Background: an optimization exercise with open tools, aiming at small area, a short achievable clock period and few clock cycles. Do not read the settings as production practice.
Function was checked by simulation only, so behaviour that the tests miss may differ from the original.
Power and IR drop assume default switching activity.

==> trial 56 <==
// k_clique_counter
module k_clique_counter (
	input  logic        clk,
	input  logic        arst_n,
	input  logic        in_valid,
	output logic        in_stall,
	input  logic [13:0] in_word,
	output logic        out_valid,
	input  logic        out_stall,
	output logic [32:0] out_word,
	input  logic        cfg_we,
	input  logic [1:0]  cfg_index,
	input  logic [6:0]  cfg_data
);
Settings: LEC_CHECK=0, CAP_MARGIN=20, CORE_MARGIN=2, CORE_UTILIZATION=40, SETUP_SLACK_MARGIN=4, SLEW_MARGIN=20; clock period 8.0 ns.
run.sh (not shown) runs the stock make flow with config.mk's settings and CLKGATE_MAP_FILE= SYNTH_SCRIPT=/design/flow/synth_recipe.tcl, a recipe that flattens the netlist after the stock synthesis.
==> trial 51 (differences from trial 56) <==
--- a/flow/design.v
+++ b/flow/design.v
@@ -35,36 +35,54 @@
 				c[2] = a[2] | b[2] | (a[1] & b[0]) | (a[0] & b[1]);
 				c[3] = a[3] | b[3] | (a[2] & b[0]) | (a[1] & b[1]) | (a[0] & b[2]);
 				c[4] = a[4] | b[4] | (a[3] & b[0]) | (a[2] & b[1]) | (a[1] & b[2]) | (a[0] & b[3]);
 				t[5*i +: 5] = c;
 			end
 		end
 		therm5_64 = t[4:0];
 	endfunction
-	function automatic logic [2:0] therm3_64(input logic [63:0] x);
-		logic [191:0] t;
-		logic [2:0]   a, b, c;
-		for (int i = 0; i < 64; i++) t[3*i +: 3] = {2'b00, x[i]};
+	function automatic logic [3:0] therm4_64(input logic [63:0] x);
+		logic [255:0] t;
+		logic [3:0]   a, b, c;
+		for (int i = 0; i < 64; i++) t[4*i +: 4] = {3'b000, x[i]};
 		for (int w = 32; w >= 1; w = w / 2) begin
 			for (int i = 0; i < w; i++) begin
-				a = t[6*i +: 3];
-				b = t[6*i+3 +: 3];
+				a = t[8*i +: 4];
+				b = t[8*i+4 +: 4];
 				c[0] = a[0] | b[0];
 				c[1] = a[1] | b[1] | (a[0] & b[0]);
 				c[2] = a[2] | b[2] | (a[1] & b[0]) | (a[0] & b[1]);
-				t[3*i +: 3] = c;
+				c[3] = a[3] | b[3] | (a[2] & b[0]) | (a[1] & b[1]) | (a[0] & b[2]);
+				t[4*i +: 4] = c;
 			end
 		end
-		therm3_64 = t[2:0];
+		therm4_64 = t[3:0];
 	endfunction
 	function automatic logic [47:0] pop4x16(input logic [63:0] x);
 		for (int i = 0; i < 16; i++)
 			pop4x16[3*i +: 3] = {2'b00, x[4*i]} + {2'b00, x[4*i+1]} + {2'b00, x[4*i+2]} + {2'b00, x[4*i+3]};
 	endfunction
+	function automatic logic [3:0] msb16(input logic [15:0] x);
+		logic [7:0] a1;
+		logic [3:0] a2;
+		logic [1:0] a3;
+		for (int i = 0; i < 8; i++) a1[i] = x[2*i] | x[2*i+1];
+		for (int i = 0; i < 4; i++) a2[i] = a1[2*i] | a1[2*i+1];
+		for (int i = 0; i < 2; i++) a3[i] = a2[2*i] | a2[2*i+1];
+		msb16[3] = a3[1];
+		msb16[2] = a3[1] ? a2[3] : a2[1];
+		case (msb16[3:2])
+			2'd0: msb16[1] = a1[1];
+			2'd1: msb16[1] = a1[3];
+			2'd2: msb16[1] = a1[5];
+			default: msb16[1] = a1[7];
+		endcase
+		msb16[0] = x[{msb16[3:1], 1'b1}];
+	endfunction
 	function automatic logic [63:0] lowest64(input logic [63:0] x);
 		logic [63:0] p;
 		p = x;
 		for (int s = 1; s < 64; s = s * 2) p = p | (p << s);
 		lowest64 = x & ~(p << 1);
 	endfunction
 	logic [6:0] vc_q;
 	logic [4:0] k_q;
@@ -90,54 +108,61 @@
 	assign nv = (vc_q > 7'd64) ? 7'd64 : vc_q;
 	logic [63:0] vmask;
 	always_comb begin
 		for (int j = 0; j < 64; j++) vmask[j] = (7'(j) < nv);
 	end
 	logic        in_stall_q;
 	logic [13:0] word_q;
 	logic        wv_q;
-	logic        clr_pend_q;
+	logic        e_clr_q, e_ok_q;
+	logic [5:0]  e_lo_q, e_hi_q;
 	logic        accept;
 	assign accept   = in_valid & ~in_stall_q;
 	assign in_stall = in_stall_q;
 	always_ff @(posedge clk) word_q <= in_word;
 	always_ff @(posedge clk or negedge arst_n) begin
 		if (!arst_n) begin
 			wv_q       <= 1'b0;
-			clr_pend_q <= 1'b1;
+			e_clr_q    <= 1'b1;
+			e_ok_q     <= 1'b0;
 		end else begin
 			wv_q       <= accept;
-			clr_pend_q <= 1'b0;
+			e_clr_q    <= w_clr;
+			e_ok_q     <= w_edge;
 		end
 	end
 	logic [1:0] w_mode;
 	logic [5:0] w_a, w_b, w_lo, w_hi;
 	logic       w_edge, w_clr, w_count;
 	assign w_mode  = word_q[13:12];
 	assign w_a     = word_q[11:6];
 	assign w_b     = word_q[5:0];
 	assign w_lo    = (w_a < w_b) ? w_a : w_b;
 	assign w_hi    = (w_a < w_b) ? w_b : w_a;
 	assign w_edge  = wv_q & (w_mode == 2'd1) & ({1'b0, w_a} < nv) & ({1'b0, w_b} < nv);
-	assign w_clr   = clr_pend_q | (wv_q & (w_mode == 2'd0));
+	assign w_clr   = wv_q & (w_mode == 2'd0);
+	always_ff @(posedge clk) begin
+		e_lo_q <= w_lo;
+		e_hi_q <= w_hi;
+	end
 	assign w_count = wv_q & (w_mode == 2'd2);
 	logic [63:0] wrow, wcol;
 	always_comb begin
 		for (int i = 0; i < 64; i++) begin
-			wrow[i] = w_edge & (w_lo == 6'(i));
-			wcol[i] = (w_hi == 6'(i));
+			wrow[i] = e_ok_q & (e_lo_q == 6'(i));
+			wcol[i] = (e_hi_q == 6'(i));
 		end
 	end
 	logic [63:0] adj [64];
 	for (genvar r = 0; r < 64; r++) begin : g_row
 		for (genvar c = 0; c < 64; c++) begin : g_col
 			if (c > r) begin : g_bit
 				logic q;
-				always_ff @(posedge clk) q <= (q & ~w_clr) | (wrow[r] & wcol[c]);
+				always_ff @(posedge clk) q <= (q & ~e_clr_q) | (wrow[r] & wcol[c]);
 				assign adj[r][c] = q;
 			end else begin : g_zero
 				assign adj[r][c] = 1'b0;
 			end
 		end
 	end
 	logic [1:0]  phase_q;
 	logic [1:0]  fin_q;
@@ -163,77 +188,79 @@
 		oh_f  = lowest64(cur_f);
 		rem_f = cur_f & ~oh_f;
 		for (int c = 0; c < 64; c++) begin
 			rd[c] = 1'b0;
 			for (int r = 0; r < c; r++) rd[c] = rd[c] | (oh_f[r] & adj[r][c]);
 		end
 		opnd = (t_f == 4'd0) ? vmask : rem_f;
 	end
-	always_ff @(posedge clk) nxt_q <= opnd & rd;
-	logic [63:0] oh_b, rem_b;
-	logic [4:0]  need;        
-	logic [4:0]  th_cur;
-	logic [2:0]  th_nxt;
-	logic        viable, tae, push_ok, leafpar, k_one, push, op, stay;
-	assign oh_b   = lowest64(cur_b);
-	assign rem_b  = cur_b & ~oh_b;
-	assign need   = k_q - {1'b0, t_b};
-	assign th_cur = th_q;
-	assign th_nxt = therm3_64(nxt_q);
+	always_ff @(posedge clk) nxt_q <= (k_q == 5'd1) ? oh_f : (opnd & rd);
+	logic [4:0]  need_f;        
+	logic [4:0]  th_f;
+	logic        viable_f, tae_f, leafpar_f, k_one;
+	logic [3:0]  psel_f;        
+	assign need_f = k_q - {1'b0, t_f};
+	assign th_f   = therm5_64(cur_f);
 	assign k_one  = (k_q == 5'd1);
 	always_comb begin
-		case (need)
-			5'd0, 5'd1: viable = 1'b1;
-			5'd2:       viable = th_cur[1];
-			5'd3:       viable = th_cur[2];
-			default:    viable = th_cur[3];
+		case (need_f)
+			5'd0, 5'd1: viable_f = 1'b1;
+			5'd2:       viable_f = th_f[1];
+			5'd3:       viable_f = th_f[2];
+			default:    viable_f = th_f[3];
 		endcase
-		case (need)
-			5'd0:       tae = 1'b1;
-			5'd1:       tae = th_cur[1];
-			5'd2:       tae = th_cur[2];
-			5'd3:       tae = th_cur[3];
-			default:    tae = th_cur[4];
+		case (need_f)
+			5'd0:       tae_f = 1'b1;
+			5'd1:       tae_f = th_f[1];
+			5'd2:       tae_f = th_f[2];
+			5'd3:       tae_f = th_f[3];
+			default:    tae_f = th_f[4];
 		endcase
-		case (need)
-			5'd0, 5'd1, 5'd2: push_ok = th_nxt[0];
-			5'd3:             push_ok = th_nxt[1];
-			default:          push_ok = th_nxt[2];
+		case (need_f)
+			5'd0, 5'd1, 5'd2: psel_f = 4'b0001;
+			5'd3:             psel_f = 4'b0010;
+			5'd4:             psel_f = 4'b0100;
+			default:          psel_f = 4'b1000;
 		endcase
-		if (t_b == 4'd0) begin
-			viable = 1'b1;
-			tae    = 1'b0;
+		if (t_f == 4'd0) begin
+			viable_f = 1'b1;
+			tae_f    = 1'b0;
 		end
+		leafpar_f = k_one | (need_f == 5'd2);
 	end
-	assign leafpar = k_one | (need == 5'd2);
-	assign op      = searching & act_b & viable;
-	assign push    = op & ~leafpar & push_ok;
-	assign stay    = op & ~push & tae;
-	logic [3:0]  ptgt_f, ptgt_q;
-	logic        any_alive_q, popl, grab;
-	logic [63:0] recon_f, recon_q;
-	logic [4:0]  th_q;
+	logic [3:0]  ptgt_f;
+	logic [63:0] recon_f;
 	always_comb begin
-		ptgt_f = 4'd0;
-		for (int i = 1; i < 16; i++) if (alive_f[i]) ptgt_f = 4'(i);
+		ptgt_f = msb16(alive_f);
 		for (int j = 0; j < 64; j++) recon_f[j] = (lvl_f[j] >= ptgt_f);
 	end
+	logic [3:0]  ptgt, psel;
+	logic        any_alive, viable, tae, leafpar, t0;
+	logic [63:0] recon;
 	always_ff @(posedge clk) begin
-		ptgt_q      <= ptgt_f;
-		any_alive_q <= |alive_f;
-		recon_q     <= recon_f;
-		th_q        <= therm5_64(cur_f);
+		ptgt      <= ptgt_f;
+		any_alive <= |alive_f;
+		recon     <= recon_f;
+		viable    <= viable_f;
+		tae       <= tae_f;
+		leafpar   <= leafpar_f;
+		psel      <= psel_f;
+		t0        <= (t_f == 4'd0);
 	end
-	logic [3:0]  ptgt;
-	logic        any_alive;
-	logic [63:0] recon;
-	assign ptgt      = ptgt_q;
-	assign any_alive = any_alive_q;
-	assign recon     = recon_q;
+	logic [63:0] oh_b, rem_b;
+	logic [3:0]  th_nxt;
+	logic        push_ok, push, op, stay, popl, grab;
+	assign oh_b    = lowest64(cur_b);
+	assign rem_b   = cur_b & ~oh_b;
+	assign th_nxt  = therm4_64(nxt_q);
+	assign push_ok = |(th_nxt & psel);
+	assign op      = searching & act_b & viable;
+	assign push    = op & ~leafpar & push_ok;
+	assign stay    = op & ~push & tae;
 	assign popl = act_b & ~push & ~stay & any_alive;
 	assign grab = ~push & ~stay & ~popl;     
 	logic [7:0]  nsv_sum;
 	logic [63:0] nsv_oh;
 	logic        k_ok;
 	assign nsv_sum = {2'b0, nsv_q} + {1'b0, stride_q};
 	assign k_ok    = (k_q != 5'd0) && (k_q <= 5'd16);
 	always_comb begin
@@ -258,26 +285,21 @@
 		end
 	end
 	always_ff @(posedge clk) begin
 		cur_b   <= cur_f;
 		t_b     <= t_f;
 		alive_b <= alive_f;
 		act_b   <= act_f;
 		for (int j = 0; j < 64; j++) lvl_b[j] <= lvl_f[j];
-		if (phase_q == PH_IDLE) begin
-			act_f    <= 1'b0;
-			act_b    <= 1'b0;
-			nsv_q    <= off_q;
-			nsv_ok_q <= ({1'b0, off_q} < nv);
-		end else if (push) begin
+		if (push) begin
 			cur_f   <= nxt_q;
 			t_f     <= t_b + 4'd1;
 			alive_f <= alive_b;
-			if (t_b != 4'd0) alive_f[t_b] <= tae;
+			if (!t0) alive_f[t_b] <= tae;
 			act_f   <= 1'b1;
 		end else if (stay) begin
 			cur_f   <= rem_b;
 			t_f     <= t_b;
 			alive_f <= alive_b;
 			act_f   <= 1'b1;
 		end else if (popl) begin
 			cur_f   <= recon;
@@ -289,29 +311,35 @@
 			t_f     <= 4'd0;
 			alive_f <= '0;
 			act_f   <= searching & nsv_ok_q;
 			if (searching & nsv_ok_q) begin
 				nsv_q    <= nsv_sum[5:0];
 				nsv_ok_q <= (stride_q != 7'd0) && ({1'b0, nsv_sum} < {1'b0, nv});
 			end
 		end
+		if (phase_q == PH_IDLE) begin
+			act_f    <= 1'b0;
+			act_b    <= 1'b0;
+			nsv_q    <= off_q;
+			nsv_ok_q <= ({1'b0, off_q} < nv);
+		end
 		for (int j = 0; j < 64; j++) begin
-			if (op & (t_b == 4'd0)) lvl_f[j] <= 4'd0;
+			if (op & t0) lvl_f[j] <= 4'd0;
 			else if (op & oh_b[j]) lvl_f[j] <= t_b - 4'd1;
 			else if (push & rem_b[j]) lvl_f[j] <= t_b;
 			else lvl_f[j] <= lvl_b[j];
 		end
 	end
 	logic [32:0] sum;
 	logic [31:0] sum_sat;
 	assign sum     = {1'b0, count_q} + {26'b0, pc_q};
 	assign sum_sat = sum[32] ? 32'hFFFF_FFFF : sum[31:0];
 	always_ff @(posedge clk) begin
-		g_q <= (op & leafpar) ? pop4x16(k_one ? oh_b : nxt_q) : '0;
+		g_q <= (op & leafpar) ? pop4x16(nxt_q) : '0;
 		for (int i = 0; i < 4; i++)
 			h_q[5*i +: 5] <= {2'b0, g_q[12*i +: 3]} + {2'b0, g_q[12*i+3 +: 3]}
 				+ {2'b0, g_q[12*i+6 +: 3]} + {2'b0, g_q[12*i+9 +: 3]};
 		if (phase_q == PH_IDLE) begin
 			pc_q    <= '0;
 			count_q <= '0;
 		end else begin
 			pc_q    <= {2'b0, h_q[4:0]} + {2'b0, h_q[9:5]} + {2'b0, h_q[14:10]} + {2'b0, h_q[19:15]};
==> metrics.yaml <==
run_status:
  status: "finished clean"
yosys:
  syn_inst: 14110
worst_setup_path:
  r2r-end: "nxt_q[58]"
global_routing:
  use_met2_pct: 44.1
final_layout:
  buffers: 514
# the run above: trial 51

==> metrics.yaml <==
run_status:
  status: "finished clean"
final_layout:
  buffers: 733
yosys:
  syn_inst: 12220
worst_setup_path:
  r2r-end: "nxt_q[47]"
pwr:
  pwr-share-comb_pct: 25.8
# the run above: trial 56

Testbench counts of trial 56, summed over its fixed seeds: cycles 93,942.
Testbench counts of trial 51, summed over its fixed seeds: cycles 92,106.

==> port drivers added, routing unchanged <==
In the flow no input, the clock included, has a driving cell. The finished layouts below were timed again as built, in two steps.
Step 1 sets driving cells, clkbuf_16 on the clock port and buf_2 on the other inputs (assumed; they add their load-dependent delay and slew).
Step 2 adds t to the input delays and takes it off the output delays; t is the mean of the earliest and latest rising clock arrival at the registers after step 1. Input paths then give back, and output paths get back, about the clock's delay inside the block.
Slacks: no drivers / after step 1 / after step 2; pairs: no drivers / after step 1.
run	t, ns	setup slack, ns	pins driven straight from the clock port
trial 56	1.045	3.830 / 3.830 / 3.830	1
trial 51	0.994	3.953 / 3.953 / 3.953	1
After both steps every run listed still meets setup and hold.
